Source: an optimization exercise on an open RTL-to-GDS flow (aim: small area). Production flows keep margins and buffers that such runs may drop. Only simulation tests tie the RTL to the original design; equivalence was not proved. No activity file was given, so power comes from the tool's default toggle rates.

Design pcie_rx_dma_app, start of the top module:
module pcie_rx_dma_app (
    input  logic                     trn_clk,
    input  logic                     rst_n,
    input  pcie_app_pkg::qword_t     trn_rd,
    input  logic [7:0]               trn_rrem,
    input  logic                     trn_rsof_n,
    input  logic                     trn_reof_n,
    input  logic                     trn_rsrc_rdy_n,
    input  logic [6:0]               trn_rbar_hit_n,
    output logic                     trn_rdst_rdy_n,
    output pcie_app_pkg::qword_t     trn_td,
    output logic [7:0]               trn_trem_n,
    output logic                     trn_tsof_n,
    output logic                     trn_teof_n,
    output logic                     trn_tsrc_rdy_n,
    output logic                     trn_tsrc_dsc_n,
    input  logic                     trn_tdst_rdy_n,
    input  logic [3:0]               trn_tbuf_av,
    input  logic [15:0]              cfg_command,
    input  logic [7:0]               cfg_bus_number,
    input  logic [4:0]               cfg_device_number,
    input  logic [2:0]               cfg_function_number,
    output logic                     cfg_interrupt_n,
    input  logic                     cfg_interrupt_rdy_n,
    input  logic                     rx_trigger_tlp,
  ...
For scale: roughly 990 cells after synthesis, about 310 flip-flops.
==> flow/config.mk <==
export PLATFORM = sky130hd
export DESIGN_NAME = pcie_rx_dma_app
export DESIGN_NICKNAME = pcie_rx_dma_app
export VERILOG_FILES = /design/flow/design.v
export SDC_FILE = /design/flow/constraint.sdc
export NUM_CORES = 4
export LEC_CHECK = 0
export CAP_MARGIN = 20
export CORE_MARGIN = 2
export CORE_UTILIZATION = 80
export SLEW_MARGIN = 20
==> flow/constraint.sdc <==
create_clock -name core_clock -period 5.0 [get_ports {trn_clk}]
set_input_delay 1.0000 -clock core_clock [delete_from_list [all_inputs] [get_ports {trn_clk}]]
set_output_delay 1.0000 -clock core_clock [all_outputs]
set_load 0.01 [all_outputs]
standard.sh (not shown) runs the stock make flow with config.mk's settings and CLKGATE_MAP_FILE= SYNTH_SCRIPT=/design/flow/synth_recipe.tcl, a recipe that flattens the netlist after the stock synthesis.
==> flow/flow/run.sh <==
#!/bin/bash
# Standard synthesis and layout, with the port buffers as the smallest buffer
# cell and a lighter clock tree. Each step's full log is kept under
# orfs/logs; make's own output goes to flow_synth.log and flow_layout.log.
set -euo pipefail
bash standard.sh synth > flow_synth.log 2>&1
bash standard.sh finish \
    "BUFFER_PORTS_ARGS=-buffer_cell sky130_fd_sc_hd__buf_1" \
    "CTS_ARGS=-sink_clustering_enable -repair_clock_nets -dont_use_dummy_load -buf_list sky130_fd_sc_hd__clkbuf_4 -sink_clustering_size 10 -sink_clustering_max_diameter 40" \
    > flow_layout.log 2>&1
The baseline completed without violations.
Change:
--- a/flow/config.mk
+++ b/flow/config.mk
@@ -10 +10 @@
-export CORE_UTILIZATION = 80
+export CORE_UTILIZATION = 65
Worst hold slack gets worse by 0.0090 ns.
Setup slack hardly moves.
Final cell count went up by 3.7%.
Cell area went up by 0.67%.
Via count went down by 7.1%.
Non-clock buffer count went up by 2.
Power went up by 0.68%.
Routed wire length went down by 11%.
Die area went up by 22%.
Change:
--- a/flow/config.mk
+++ b/flow/config.mk
@@ -10 +10,3 @@
-export CORE_UTILIZATION = 65
+export CORE_UTILIZATION = 80
+export GPL_ROUTABILITY_DRIVEN = 0
+export GPL_TIMING_DRIVEN = 0
Die area came out lower by 18%.
Worst setup slack is worse by 0.17 ns.
Clock skew came out lower by 0.0071 ns.
Final cell count is about the same.
First-iteration DRC count came out higher by 120%.
Sequential power hardly moves.
Maximum frequency came out lower by 3.4%.
Design area came out higher by 1.6%.
Routed wire length came out higher by 26%.
Worst hold slack is better by 0.017 ns.
Register-to-register slack is worse by 0.17 ns.
Change:
--- a/flow/flow/run.sh
+++ b/flow/flow/run.sh
@@ -9 +9 @@
-    "CTS_ARGS=-sink_clustering_enable -repair_clock_nets -dont_use_dummy_load -buf_list sky130_fd_sc_hd__clkbuf_4 -sink_clustering_size 10 -sink_clustering_max_diameter 40" \
+    "CTS_ARGS=-sink_clustering_enable -repair_clock_nets -dont_use_dummy_load -buf_list sky130_fd_sc_hd__clkbuf_4 -sink_clustering_size 12 -sink_clustering_max_diameter 35" \
--- a/flow/config.mk
+++ b/flow/config.mk
@@ -11,2 +10,0 @@
-export GPL_ROUTABILITY_DRIVEN = 0
-export GPL_TIMING_DRIVEN = 0
Effect: The changed run finished with timing, DRC and antenna clean. Cell area is lower by a few percent. Critical path depth is higher by 7. Power is lower slightly. Wire length is lower by roughly a tenth. Final cell count is lower by a few percent. Worst setup slack improved by 0.18 ns. Synthesized area is unchanged. Clock skew is lower by 0.026 ns. Count of clock-buffer cells in the layout is higher by 1.


== zinc ==
The RTL this note starts from:
==> flow/design.v <==
package pcie_app_pkg;
    localparam int BUF_AW = 10;                  
    typedef logic [63:0]       qword_t;          
    typedef logic [BUF_AW-1:0] buf_addr_t;       
    typedef logic [4:0]        qword_cnt_t;      
endpackage
`timescale 1ns/100ps
module pcie_rx_dma_app (
    input  logic                     trn_clk,
    input  logic                     rst_n,
    input  pcie_app_pkg::qword_t     trn_rd,
    input  logic [7:0]               trn_rrem,
    input  logic                     trn_rsof_n,
    input  logic                     trn_reof_n,
    input  logic                     trn_rsrc_rdy_n,
    input  logic [6:0]               trn_rbar_hit_n,
    output logic                     trn_rdst_rdy_n,
    output pcie_app_pkg::qword_t     trn_td,
    output logic [7:0]               trn_trem_n,
    output logic                     trn_tsof_n,
    output logic                     trn_teof_n,
    output logic                     trn_tsrc_rdy_n,
    output logic                     trn_tsrc_dsc_n,
    input  logic                     trn_tdst_rdy_n,
    input  logic [3:0]               trn_tbuf_av,
    input  logic [15:0]              cfg_command,
    input  logic [7:0]               cfg_bus_number,
    input  logic [4:0]               cfg_device_number,
    input  logic [2:0]               cfg_function_number,
    output logic                     cfg_interrupt_n,
    input  logic                     cfg_interrupt_rdy_n,
    input  logic                     rx_trigger_tlp,
    output logic                     rx_trigger_tlp_ack,
    input  pcie_app_pkg::qword_cnt_t rx_qwords_to_send,
    input  logic                     rx_change_huge_page,
    output logic                     rx_change_huge_page_ack,
    output logic                     rx_huge_page_status_1,
    output logic                     rx_huge_page_status_2,
    output pcie_app_pkg::buf_addr_t  rx_commited_rd_address,
    output pcie_app_pkg::buf_addr_t  rx_rd_addr,
    input  pcie_app_pkg::qword_t     rx_rd_data
);
    assign trn_rdst_rdy_n = 1'b0;                
    assign trn_tsrc_dsc_n = 1'b1;                
    assign trn_trem_n     = 8'h00;               
    logic armed;                                 
    logic data_hit;
    logic wr_lo1, wr_hi1, wr_lo2, wr_hi2, wr_int;
    always_ff @(posedge trn_clk) begin
        if (!rst_n) begin
            armed <= 1'b0;
        end else if (!trn_rsrc_rdy_n) begin
            armed <= !trn_rsof_n && trn_reof_n && (trn_rd[63:56] == 8'h40) &&
                     (trn_rd[41:32] == 10'd1) && !trn_rbar_hit_n[0];
        end
    end
    assign data_hit = rst_n && !trn_rsrc_rdy_n && armed && !trn_reof_n && (trn_rrem == 8'h00);
    assign wr_lo1   = data_hit && (trn_rd[36:32] == 5'h00);
    assign wr_hi1   = data_hit && (trn_rd[36:32] == 5'h04);
    assign wr_lo2   = data_hit && (trn_rd[36:32] == 5'h08);
    assign wr_hi2   = data_hit && (trn_rd[36:32] == 5'h0C);
    assign wr_int   = data_hit && (trn_rd[36:32] == 5'h10);
    logic [63:2] page1, page2;
    always_ff @(posedge trn_clk) begin
        if (wr_lo1) page1[31:2]  <= trn_rd[31:2];
        if (wr_hi1) page1[63:32] <= trn_rd[31:0];
        if (wr_lo2) page2[31:2]  <= trn_rd[31:2];
        if (wr_hi2) page2[63:32] <= trn_rd[31:0];
    end
    logic hi1_q, hi2_q;                          
    logic int_c;                                 
    logic int_en;
    logic ready1, ready2;
    logic freeing;                               
    logic cur_sel;                               
    always_ff @(posedge trn_clk) begin
        hi1_q  <= wr_hi1;
        hi2_q  <= wr_hi2;
        int_c  <= rst_n && (wr_int ? trn_rd[0] : int_c);
        int_en <= rst_n && int_c;
    end
    always_ff @(posedge trn_clk) begin
        if (!rst_n) begin
            ready1 <= 1'b0;
            ready2 <= 1'b0;
        end else begin
            if (hi1_q)                   ready1 <= 1'b1;
            else if (freeing && cur_sel) ready1 <= 1'b0;
            if (hi2_q)                    ready2 <= 1'b1;
            else if (freeing && !cur_sel) ready2 <= 1'b0;
        end
    end
    assign rx_huge_page_status_1 = ready1;
    assign rx_huge_page_status_2 = ready2;
    logic send;                                  
    logic h2;                                    
    logic h1;                                    
    logic dp;                                    
    logic irq;
    logic irqw;
    logic idle;
    logic take_chg;
    logic take_trig;
    logic out_vld;
    logic last;                                  
    logic out_free;
    logic rd_pend;
    logic skid_vld;
    logic avail;
    logic issue;
    logic tlp_done;
    pcie_app_pkg::qword_cnt_t  rd_left;
    logic [17:0]               page_off;         
    pcie_app_pkg::buf_addr_t   rd_addr;
    pcie_app_pkg::buf_addr_t   commit;
    pcie_app_pkg::qword_t      out_q;
    pcie_app_pkg::qword_t      skid_q;
    logic [63:2]               base;
    logic [17:0] page_off_inc;
    logic [9:0]  rd_addr_inc;
    logic [4:0]  rd_left_dec;
    logic [18:0] po_c;
    logic [10:0] ra_c;
    logic [5:0]  rl_b;
    assign po_c[0] = 1'b1;
    assign ra_c[0] = 1'b1;
    assign rl_b[0] = 1'b1;
    for (genvar i = 0; i < 18; i++) begin : g_po
        assign page_off_inc[i] = page_off[i] ^ po_c[i];
        assign po_c[i+1]       = page_off[i] & po_c[i];
    end
    for (genvar i = 0; i < 10; i++) begin : g_ra
        assign rd_addr_inc[i] = rd_addr[i] ^ ra_c[i];
        assign ra_c[i+1]      = rd_addr[i] & ra_c[i];
    end
    for (genvar i = 0; i < 5; i++) begin : g_rl
        assign rd_left_dec[i] = rd_left[i] ^ rl_b[i];
        assign rl_b[i+1]      = !rd_left[i] & rl_b[i];
    end
    assign idle      = !(send || h2 || h1 || dp || irq || irqw);
    assign take_chg  = idle && rx_change_huge_page;
    assign take_trig = idle && !rx_change_huge_page && rx_trigger_tlp &&
                       (cur_sel ? ready2 : ready1) && cfg_command[2] && (trn_tbuf_av != 4'd0);
    assign out_free  = !out_vld || !trn_tdst_rdy_n;
    assign avail     = skid_vld || rd_pend;      
    assign issue     = (rd_left != '0) && ((h1 && out_free) || (dp && (out_free || !avail)));
    assign tlp_done  = last && !trn_tdst_rdy_n;
    always_ff @(posedge trn_clk) begin
        if (!rst_n) begin
            send     <= 1'b0;
            h2       <= 1'b0;
            h1       <= 1'b0;
            dp       <= 1'b0;
            irq      <= 1'b0;
            irqw     <= 1'b0;
            freeing  <= 1'b0;
            cur_sel  <= 1'b0;
            page_off <= '0;
            rd_addr  <= '0;
            commit   <= '0;
            rd_pend  <= 1'b0;
            skid_vld <= 1'b0;
            out_vld  <= 1'b0;
            last     <= 1'b0;
        end else begin
            send    <= take_trig;
            h2      <= send;
            h1      <= h2 || (h1 && !out_free);
            dp      <= (h1 && out_free) || (dp && !tlp_done);
            irq     <= (take_chg && int_en) || (irq && cfg_interrupt_rdy_n);
            irqw    <= (take_chg && !int_en) || (irq && !cfg_interrupt_rdy_n);
            freeing <= take_chg;
            if (take_chg) begin
                cur_sel  <= !cur_sel;
                page_off <= '0;
            end else if (issue) begin
                page_off <= page_off_inc;
            end
            if (issue) rd_addr <= rd_addr_inc;
            if (tlp_done) commit <= rd_addr;
            rd_pend  <= issue;
            skid_vld <= avail && !out_free;
            if (out_free) begin
                out_vld <= h2 || h1 || (dp && avail);
                last    <= dp && avail && (rd_left == '0);
            end
        end
    end
    always_ff @(posedge trn_clk) begin
        if (take_trig) begin
            rd_left <= rx_qwords_to_send;
        end else if (issue) begin
            rd_left <= rd_left_dec;
        end
    end
    assign base     = cur_sel ? page2 : page1;
    logic [20:3] sum_lo;
    logic [9:0]  ca, cb;
    assign ca[0] = 1'b0;
    assign cb[0] = 1'b0;
    for (genvar j = 0; j < 9; j++) begin : g_lo
        assign sum_lo[3+j]  = base[3+j] ^ page_off[j] ^ ca[j];
        assign ca[j+1]      = (base[3+j] & page_off[j]) | (ca[j] & (base[3+j] ^ page_off[j]));
        assign sum_lo[12+j] = base[12+j] ^ page_off[9+j] ^ cb[j];
        assign cb[j+1]      = (base[12+j] & page_off[9+j]) | (cb[j] & (base[12+j] ^ page_off[9+j]));
    end
    logic [63:12] hi_inc;
    logic [9:0]   mc;
    logic         c21;
    assign mc[0] = h1 && skid_q[0];
    for (genvar j = 0; j < 9; j++) begin : g_mid
        assign hi_inc[12+j] = skid_q[12+j] ^ mc[j];
        assign mc[j+1]      = skid_q[12+j] & mc[j];
    end
    assign c21 = (h1 && skid_q[1]) || mc[9];
    logic [5:0] hb_ao;                           
    logic [5:0] hb_cin;
    for (genvar k = 0; k < 6; k++) begin : g_hb
        localparam int W = (k == 5) ? 3 : 8;
        logic [W:0] c;
        assign hb_ao[k]  = &skid_q[21+8*k +: W];
        assign hb_cin[k] = (k == 0) ? c21 : (hb_cin[k-1] && hb_ao[k-1]);
        assign c[0] = hb_cin[k];
        for (genvar j = 0; j < W; j++) begin : g_bit
            assign hi_inc[21+8*k+j] = skid_q[21+8*k+j] ^ c[j];
            assign c[j+1]           = skid_q[21+8*k+j] & c[j];
        end
    end
    always_ff @(posedge trn_clk) begin
        if (rd_pend && !out_free) begin
            skid_q <= rx_rd_data;
        end else if (!(take_trig || send || h2 || h1 || skid_vld)) begin
            skid_q <= {base[63:21], sum_lo, base[2], cb[9], ca[9]};
        end
        if (out_free) begin
            if (h2) begin
                out_q <= {8'h60, 14'd0, 4'd0, rd_left, 1'b0,
                          cfg_bus_number, cfg_device_number, cfg_function_number,
                          8'h00, 8'hFF};
            end else if (h1 || skid_vld) begin
                out_q <= {hi_inc, skid_q[11:2], skid_q[1:0] & {2{!h1}}};
            end else begin
                out_q <= rx_rd_data;
            end
        end
    end
    assign trn_td                  = out_q;
    assign trn_tsrc_rdy_n          = !out_vld;
    assign trn_tsof_n              = !h1;
    assign trn_teof_n              = !last;
    assign rx_trigger_tlp_ack      = tlp_done;
    assign rx_change_huge_page_ack = irqw;
    assign cfg_interrupt_n         = !irq;
    assign rx_commited_rd_address  = commit;
    assign rx_rd_addr              = rd_addr;
endmodule
Settings: LEC_CHECK=0, CAP_MARGIN=20, CORE_MARGIN=2, CORE_UTILIZATION=40, SLEW_MARGIN=20; clock period 5.0 ns.
==> flow/flow/run.sh <==
#!/bin/bash
# Standard synthesis and layout, with the port buffers as the smallest buffer
# cell and a lighter clock tree. Each step's full log is kept under
# orfs/logs; make's own output goes to flow_synth.log and flow_layout.log.
set -euo pipefail
bash standard.sh synth > flow_synth.log 2>&1
bash standard.sh finish \
    "BUFFER_PORTS_ARGS=-buffer_cell sky130_fd_sc_hd__buf_1" \
    "CTS_ARGS=-sink_clustering_enable -repair_clock_nets -dont_use_dummy_load -buf_list sky130_fd_sc_hd__clkbuf_4" \
    > flow_layout.log 2>&1
zinc was carried through to the last stage, and its layout satisfied the timing, DRC and antenna checks.
#### Input delta (sierra over zinc)
-- flow/flow/run.sh --
<<< zinc, line 9
    "CTS_ARGS=-sink_clustering_enable -repair_clock_nets -dont_use_dummy_load -buf_list sky130_fd_sc_hd__clkbuf_4" \
>>> sierra, line 9
    "CTS_ARGS=-sink_clustering_enable -repair_clock_nets -dont_use_dummy_load -buf_list sky130_fd_sc_hd__clkbuf_2" \
==> comparison <==
Compared sierra against zinc; maximum cell stage delay along the critical path within noise.
Taking zinc as the reference, in sierra design area decreased by about 1.4% relative to the old numbers, via count now sits lower, post-route worst setup slack now sits lower, final worst clock skew higher, global-route usage now sits at about the same level.
Delta (sierra minus zinc): net switching component of the power stayed essentially flat, arrival time at the worst endpoint rose by 0.23 ns.
sierra finished every stage and its layout cleared the timing, DRC and antenna checks.

-- static timing again, ports no longer ideal --
In the flow no input, the clock included, has a driving cell. The finished layouts below were timed again as built, in two steps. Step 1 sets driving cells, clkbuf_16 on the clock port and buf_2 on the other inputs (assumed; they add their load-dependent delay and slew). Step 2 also shifts input and output timing later by t, the mid clock arrival at the registers, as if the neighbouring blocks saw the same clock. Slacks: ideal / step 1 / step 2; pairs: ideal / step 1.
| run | t, ns | setup slack, ns | clock arrival spread, ns |
|---|---|---|---|
| the first run of note 1 | 0.667 | 0.241 / 0.241 / 0.241 | 0.041 / 0.041 |
| the second run of note 1 | 0.671 | 0.238 / 0.238 / 0.238 | 0.083 / 0.082 |
| the third run of note 1 | 0.694 | 0.072 / 0.072 / 0.072 | 0.075 / 0.076 |
| the fourth run of note 1 | 0.664 | 0.249 / 0.249 / 0.249 | 0.050 / 0.049 |
| zinc | 0.718 | 0.228 / 0.228 / 0.228 | 0.051 / 0.051 |
| sierra | 0.852 | 0.183 / 0.183 / 0.183 | 0.134 / 0.134 |
After both steps setup and hold are still met in every run listed.
